Context: an optimization exercise on an open-source flow, tuned for small area, a short achievable clock period and few clock cycles per item. The choices shown serve that exercise and are no tape-out recipe. Where RTL was checked, it was by simulation tests only, not by an equivalence proof against the original. Power is estimated from default activity; no workload was simulated.

==> run F <==
==> flow/design.v <==
`default_nettype none
module page_replacement_fifo_lru #(
  localparam int PAGE_W     = 5,
  localparam int FRAME_W    = 5,
  localparam int TOTAL_W    = 16,
  localparam int CFG_IDX_W  = 1,
  localparam int CFG_DATA_W = 6
) (
  input  wire                   clk,
  input  wire                   rst,
  input  wire                   req_valid,
  output logic                  req_ready,
  input  wire  [PAGE_W-1:0]     req_page_number,
  output logic                  rsp_valid,
  input  wire                   rsp_ready,
  output logic                  rsp_fault,
  output logic [FRAME_W-1:0]    rsp_frame,
  output logic                  rsp_evicted_valid,
  output logic [PAGE_W-1:0]     rsp_evicted_page,
  output logic [TOTAL_W-1:0]    rsp_fault_total,
  input  wire                   cfg_valid,
  output logic                  cfg_ready,
  input  wire  [CFG_IDX_W-1:0]  cfg_index,
  input  wire  [CFG_DATA_W-1:0] cfg_data
);
  localparam int N     = 32;
  localparam int CNT_W = 6;
  logic             policy;           
  logic [CNT_W-1:0] frames_in_use;
  logic [CNT_W-1:0]   taken;          
  logic [TOTAL_W-1:0] fault_count;
  logic [PAGE_W-1:0]  lq   [N];       
  logic [PAGE_W-1:0]  lr_p [N];       
  logic [FRAME_W-1:0] lr_f [N];       
  logic              in_v,  sk_v;
  logic [PAGE_W-1:0] in_p,  sk_p;
  logic               out_valid;
  logic               out_fault;
  logic [FRAME_W-1:0] out_frame;
  logic               out_ev_valid;
  logic [PAGE_W-1:0]  out_ev_page;
  logic [TOTAL_W-1:0] out_total;
  logic go;
  assign req_ready = !sk_v;
  assign cfg_ready = 1'b1;
  assign go        = in_v && (!out_valid || rsp_ready);
  assign rsp_valid         = out_valid;
  assign rsp_fault         = out_fault;
  assign rsp_frame         = out_frame;
  assign rsp_evicted_valid = out_ev_valid;
  assign rsp_evicted_page  = out_ev_page;
  assign rsp_fault_total   = out_total;
  logic [CNT_W-1:0] frame_limit;
  logic             full;             
  logic [N-1:0]     valid;            
  logic [N-1:0]     at_top;           
  logic [N-1:0]     at_new;           
  always_comb begin
    if (frames_in_use == '0)                 frame_limit = CNT_W'(1);
    else if (frames_in_use > CNT_W'(N))      frame_limit = CNT_W'(N);
    else                                     frame_limit = frames_in_use;
  end
  assign full = !(taken < frame_limit);
  always_comb begin
    for (int i = 0; i < N; i++) begin
      at_top[i] = valid[i] && (i == N - 1 || !valid[(i + 1) % N]);
      at_new[i] = !valid[i] && (i == 0 || valid[(i + N - 1) % N]);
    end
  end
  logic [N-1:0] m_hit, m_fv, m_lv;
  always_comb begin
    for (int i = 0; i < N; i++) begin
      m_hit[i] = valid[i] && (lr_p[i] == in_p);
      m_fv[i]  = valid[i] && (lr_p[i] == lq[0]);
      m_lv[i]  = valid[i] && (lq[i] == lr_p[0]);
    end
  end
  logic [N-1:0] p_hit, p_fv, p_lv;
  always_comb begin
    p_hit[0] = m_hit[0];
    p_fv[0]  = m_fv[0];
    p_lv[0]  = m_lv[0];
    for (int i = 1; i < N; i++) begin
      p_hit[i] = p_hit[i-1] | m_hit[i];
      p_fv[i]  = p_fv[i-1]  | m_fv[i];
      p_lv[i]  = p_lv[i-1]  | m_lv[i];
    end
  end
  logic hit, evict;
  assign hit   = |m_hit;
  assign evict = !hit && full;
  logic [FRAME_W-1:0] hit_frame, fv_frame, new_frame;
  always_comb begin
    hit_frame = '0;
    fv_frame  = '0;
    for (int i = 0; i < N; i++) begin
      hit_frame = hit_frame | ({FRAME_W{m_hit[i]}} & lr_f[i]);
      fv_frame  = fv_frame  | ({FRAME_W{m_fv[i]}}  & lr_f[i]);
    end
  end
  logic [PAGE_W-1:0] victim;
  assign victim = policy ? lr_p[0] : lq[0];
  always_comb begin
    if (hit)         new_frame = hit_frame;
    else if (!full)  new_frame = taken[FRAME_W-1:0];
    else if (policy) new_frame = lr_f[0];
    else             new_frame = fv_frame;
  end
  logic [N-1:0] sh_r, ld_r, sh_q, ld_q;
  always_comb begin
    for (int i = 0; i < N; i++) begin
      sh_r[i] = hit ? p_hit[i] : (full && (policy || p_fv[i]));
      ld_r[i] = (hit || full) ? at_top[i] : at_new[i];
      sh_q[i] = evict && (!policy || p_lv[i]);
      ld_q[i] = !hit && (full ? at_top[i] : at_new[i]);
    end
  end
  logic [N-1:0] kp_r, mv_r, nw_r, kp_q, mv_q, nw_q;
  always_comb begin
    for (int i = 0; i < N; i++) begin
      nw_r[i] = go && ld_r[i];
      mv_r[i] = go && !ld_r[i] && sh_r[i];
      kp_r[i] = !nw_r[i] && !mv_r[i];
      nw_q[i] = go && ld_q[i];
      mv_q[i] = go && !ld_q[i] && sh_q[i];
      kp_q[i] = !nw_q[i] && !mv_q[i];
    end
  end
  always_ff @(posedge clk) begin
    for (int i = 0; i < N; i++) begin
      lr_p[i] <= ({PAGE_W{nw_r[i]}}  & in_p)
               | ({PAGE_W{mv_r[i]}}  & lr_p[(i + 1) % N])
               | ({PAGE_W{kp_r[i]}}  & lr_p[i]);
      lr_f[i] <= ({FRAME_W{nw_r[i]}} & new_frame)
               | ({FRAME_W{mv_r[i]}} & lr_f[(i + 1) % N])
               | ({FRAME_W{kp_r[i]}} & lr_f[i]);
      lq[i]   <= ({PAGE_W{nw_q[i]}}  & in_p)
               | ({PAGE_W{mv_q[i]}}  & lq[(i + 1) % N])
               | ({PAGE_W{kp_q[i]}}  & lq[i]);
    end
  end
  logic [TOTAL_W-1:0] total_next;
  assign total_next = (!hit && fault_count != '1) ? fault_count + TOTAL_W'(1) : fault_count;
  always_ff @(posedge clk) begin
    if (rst) begin
      policy        <= 1'b0;
      frames_in_use <= CNT_W'(4);
      taken         <= '0;
      valid         <= '0;
      fault_count   <= '0;
      in_v          <= 1'b0;
      sk_v          <= 1'b0;
      out_valid     <= 1'b0;
    end else begin
      if (cfg_valid) begin
        if (cfg_index == 1'b0) policy <= cfg_data[0];
        else                   frames_in_use <= cfg_data;
      end
      if (!in_v || go) begin
        if (sk_v) begin
          in_v <= 1'b1;
          sk_v <= 1'b0;
        end else begin
          in_v <= req_valid;
        end
      end else if (req_valid && !sk_v) begin
        sk_v <= 1'b1;
      end
      if (out_valid && rsp_ready) out_valid <= 1'b0;
      if (go) begin
        out_valid   <= 1'b1;
        fault_count <= total_next;
        if (!hit && !full) begin
          taken <= taken + CNT_W'(1);
          valid <= {valid[N-2:0], 1'b1};
        end
      end
    end
  end
  always_ff @(posedge clk) begin
    if (!in_v || go) begin
      in_p <= sk_v ? sk_p : req_page_number;
    end
    if (!sk_v) begin
      sk_p <= req_page_number;
    end
    if (go) begin
      out_fault    <= !hit;
      out_frame    <= new_frame;
      out_ev_valid <= evict;
      out_ev_page  <= evict ? victim : '0;
      out_total    <= total_next;
    end
  end
endmodule
`default_nettype wire
==> flow/run.sh <==
#!/bin/bash
# synth_recipe.tcl (not shown) runs the flow's synth.tcl, then flattens the netlist and writes it again
# the make line also repeats each setting of config.mk as NAME=value (left out here)
make -C /OpenROAD-flow-scripts/flow DESIGN_CONFIG=/design/flow/config.mk WORK_HOME=/design/flow/orfs CLKGATE_MAP_FILE= SYNTH_SCRIPT=/design/flow/synth_recipe.tcl finish
==> flow/config.mk <==
export PLATFORM = sky130hd
export DESIGN_NAME = page_replacement_fifo_lru
export DESIGN_NICKNAME = page_replacement_fifo_lru
export VERILOG_FILES = /design/flow/design.v
export SDC_FILE = /design/flow/constraint.sdc
export NUM_CORES = 4
export LEC_CHECK = 0
export ABC_CLOCK_PERIOD_IN_PS = 3000
export CAP_MARGIN = 20
export CORE_MARGIN = 2
export CORE_UTILIZATION = 40
export SETUP_SLACK_MARGIN = 4.5
export SLEW_MARGIN = 20
==> flow/constraint.sdc <==
create_clock -name core_clock -period 8.0 [get_ports {clk}]
set_input_delay 1.6000 -clock core_clock [delete_from_list [all_inputs] [get_ports {clk}]]
set_output_delay 1.6000 -clock core_clock [all_outputs]
set_load 0.01 [all_outputs]
==> inputs of run D, as changes to run F <==
==> flow/design.v, changed modules only <==
module page_replacement_fifo_lru #(
  localparam int PAGE_W     = 5,
  localparam int FRAME_W    = 5,
  localparam int TOTAL_W    = 16,
  localparam int CFG_IDX_W  = 1,
  localparam int CFG_DATA_W = 6
) (
  input  wire                   clk,
  input  wire                   rst,
  input  wire                   req_valid,
  output logic                  req_ready,
  input  wire  [PAGE_W-1:0]     req_page_number,
  output logic                  rsp_valid,
  input  wire                   rsp_ready,
  output logic                  rsp_fault,
  output logic [FRAME_W-1:0]    rsp_frame,
  output logic                  rsp_evicted_valid,
  output logic [PAGE_W-1:0]     rsp_evicted_page,
  output logic [TOTAL_W-1:0]    rsp_fault_total,
  input  wire                   cfg_valid,
  output logic                  cfg_ready,
  input  wire  [CFG_IDX_W-1:0]  cfg_index,
  input  wire  [CFG_DATA_W-1:0] cfg_data
);
  localparam int N     = 32;
  localparam int CNT_W = 6;
  logic             policy;           
  logic [CNT_W-1:0] frames_in_use;
  logic [CNT_W-1:0]   taken;          
  logic [TOTAL_W-1:0] fault_count;
  logic [PAGE_W-1:0]  lq   [N];       
  logic [PAGE_W-1:0]  lr_p [N];       
  logic [FRAME_W-1:0] lr_f [N];       
  logic              in_v,  sk_v;
  logic [PAGE_W-1:0] in_p,  sk_p;
  logic               out_valid;
  logic               out_fault;
  logic [FRAME_W-1:0] out_frame;
  logic               out_ev_valid;
  logic [PAGE_W-1:0]  out_ev_page;
  logic [TOTAL_W-1:0] out_total;
  logic go;
  assign req_ready = !sk_v;
  assign cfg_ready = 1'b1;
  assign go        = in_v && (!out_valid || rsp_ready);
  assign rsp_valid         = out_valid;
  assign rsp_fault         = out_fault;
  assign rsp_frame         = out_frame;
  assign rsp_evicted_valid = out_ev_valid;
  assign rsp_evicted_page  = out_ev_page;
  assign rsp_fault_total   = out_total;
  logic [CNT_W-1:0] frame_limit;
  logic             full;             
  logic [N-1:0]     valid;            
  logic [N-1:0]     at_top;           
  logic [N-1:0]     at_new;           
  always_comb begin
    if (frames_in_use == '0)                 frame_limit = CNT_W'(1);
    else if (frames_in_use > CNT_W'(N))      frame_limit = CNT_W'(N);
    else                                     frame_limit = frames_in_use;
  end
  assign full = !(taken < frame_limit);
  always_comb begin
    for (int i = 0; i < N; i++) begin
      valid[i]  = CNT_W'(i) < taken;
      at_top[i] = CNT_W'(i + 1) == taken;
      at_new[i] = CNT_W'(i) == taken;
    end
  end
  logic [N-1:0] m_hit, m_fv, m_lv;
  always_comb begin
    for (int i = 0; i < N; i++) begin
      m_hit[i] = valid[i] && (lr_p[i] == in_p);
      m_fv[i]  = valid[i] && (lr_p[i] == lq[0]);
      m_lv[i]  = valid[i] && (lq[i] == lr_p[0]);
    end
  end
  logic [N-1:0] p_hit, p_fv, p_lv;
  always_comb begin
    p_hit[0] = m_hit[0];
    p_fv[0]  = m_fv[0];
    p_lv[0]  = m_lv[0];
    for (int i = 1; i < N; i++) begin
      p_hit[i] = p_hit[i-1] | m_hit[i];
      p_fv[i]  = p_fv[i-1]  | m_fv[i];
      p_lv[i]  = p_lv[i-1]  | m_lv[i];
    end
  end
  logic hit, evict;
  assign hit   = |m_hit;
  assign evict = !hit && full;
  logic [FRAME_W-1:0] hit_frame, fv_frame, new_frame;
  always_comb begin
    hit_frame = '0;
    fv_frame  = '0;
    for (int i = 0; i < N; i++) begin
      hit_frame = hit_frame | ({FRAME_W{m_hit[i]}} & lr_f[i]);
      fv_frame  = fv_frame  | ({FRAME_W{m_fv[i]}}  & lr_f[i]);
    end
  end
  logic [PAGE_W-1:0] victim;
  assign victim = policy ? lr_p[0] : lq[0];
  always_comb begin
    if (hit)         new_frame = hit_frame;
    else if (!full)  new_frame = taken[FRAME_W-1:0];
    else if (policy) new_frame = lr_f[0];
    else             new_frame = fv_frame;
  end
  logic [N-1:0] sh_r, ld_r, sh_q, ld_q;
  always_comb begin
    for (int i = 0; i < N; i++) begin
      sh_r[i] = hit ? p_hit[i] : (full && (policy || p_fv[i]));
      ld_r[i] = (hit || full) ? at_top[i] : at_new[i];
      sh_q[i] = evict && (!policy || p_lv[i]);
      ld_q[i] = !hit && (full ? at_top[i] : at_new[i]);
    end
  end
  always_ff @(posedge clk) begin
    if (go) begin
      for (int i = 0; i < N; i++) begin
        if (ld_r[i]) begin
          lr_p[i] <= in_p;
          lr_f[i] <= new_frame;
        end else if (sh_r[i]) begin
          lr_p[i] <= lr_p[(i + 1) % N];
          lr_f[i] <= lr_f[(i + 1) % N];
        end
        if (ld_q[i]) begin
          lq[i] <= in_p;
        end else if (sh_q[i]) begin
          lq[i] <= lq[(i + 1) % N];
        end
      end
    end
  end
  logic [TOTAL_W-1:0] total_next;
  assign total_next = (!hit && fault_count != '1) ? fault_count + TOTAL_W'(1) : fault_count;
  always_ff @(posedge clk) begin
    if (rst) begin
      policy        <= 1'b0;
      frames_in_use <= CNT_W'(4);
      taken         <= '0;
      fault_count   <= '0;
      in_v          <= 1'b0;
      sk_v          <= 1'b0;
      out_valid     <= 1'b0;
    end else begin
      if (cfg_valid) begin
        if (cfg_index == 1'b0) policy <= cfg_data[0];
        else                   frames_in_use <= cfg_data;
      end
      if (!in_v || go) begin
        if (sk_v) begin
          in_v <= 1'b1;
          sk_v <= 1'b0;
        end else begin
          in_v <= req_valid;
        end
      end else if (req_valid && !sk_v) begin
        sk_v <= 1'b1;
      end
      if (out_valid && rsp_ready) out_valid <= 1'b0;
      if (go) begin
        out_valid   <= 1'b1;
        fault_count <= total_next;
        if (!hit && !full) taken <= taken + CNT_W'(1);
      end
    end
  end
  always_ff @(posedge clk) begin
    if (!in_v || go) begin
      in_p <= sk_v ? sk_p : req_page_number;
    end
    if (!sk_v) begin
      sk_p <= req_page_number;
    end
    if (go) begin
      out_fault    <= !hit;
      out_frame    <= new_frame;
      out_ev_valid <= evict;
      out_ev_page  <= evict ? victim : '0;
      out_total    <= total_next;
    end
  end
endmodule
- ABC_CLOCK_PERIOD_IN_PS: 3000 -> default
- SETUP_SLACK_MARGIN: 4.5 -> default
==> summary of the runs <==
- Against run D, the sequential share of layout area of run F is lower by 19 points.
- Against run F, the non-clock buffer count of run D is lower by 453.
- Against run F, the clock skew of run D is lower by 4.4 ps.
- Against run D, the worst setup slack of run F is better by 3000 ps.
- Against run F, the clock power of run D is smaller by about 4%.
- Between run D and run F, the lower final area is in run D (gap 24%, measured against run F).
- Area after synthesis: run F is larger than run D (about 2.5%).
- Run F completed without violations. Run D finished clean.
==> figures <==
metric	run F	run D
Status	timing/DRC/antenna clean	timing/DRC/antenna clean
Non-Clock Inverter Count	70	33
Number of global-route vias before repair	34250	25790
Routed met1 length	69440 microns	56770 microns
Share of the synthesized area in compound gates (AO/OA/AOI/OAI)	0.2455	0.1173
Synth top area share	0.3233	0.4643
GR Layer Usage met2	0.5637	0.5010
Count of mapped cells out of synthesis	3763	2981
Pin count of the biggest net entering global routing	65	97
Number of well taps	1134	1070
Slack of the worst reg-to-reg path	3940 ps	990 ps
Setup repair after global routing missed its margin	true	false
Power density of the placed cells	197.1 nW/um^2	191.3 nW/um^2
Number of multi-input combinational cells in the layout	2860	2164
Multi-input logic area	25320 sq um	16080 sq um
Core area	83950 sq um	82110 sq um
Testbench counts of run D, summed over its fixed seeds: cycles 14,528, refs 14,400.
The RTL of run F was laid out without a check of its function.

## afterwards: timing with drivers on the ports
The flow's constraints put no driver on any port. The routed layouts listed below were extracted and timed again, unchanged, in two steps.
Step 1 assumes that a clkbuf_16 drives the clock port and a buf_2 every other input.
Step 2 times the ports against the registers' clock, not the clock port: input delays grow and output delays shrink by t, the midpoint of the rising clock arrivals with the driver on.
Three values: no drivers, after step 1, after step 2; two values: the first two.
| run | t, ns | setup slack, ns | worst data-port slew with drivers (ns) |
|---|---|---|---|
| run F | 0.728 | 3.939 / 3.939 / 3.487 | 0.04 |
| run D | 0.690 | 0.986 / 0.986 / 0.986 | 0.07 |
After both steps every run listed still meets setup and hold. For run F, which loses most, drivers alone change the setup slack by 0.000 ns; drivers and shift together by -0.452 ns.
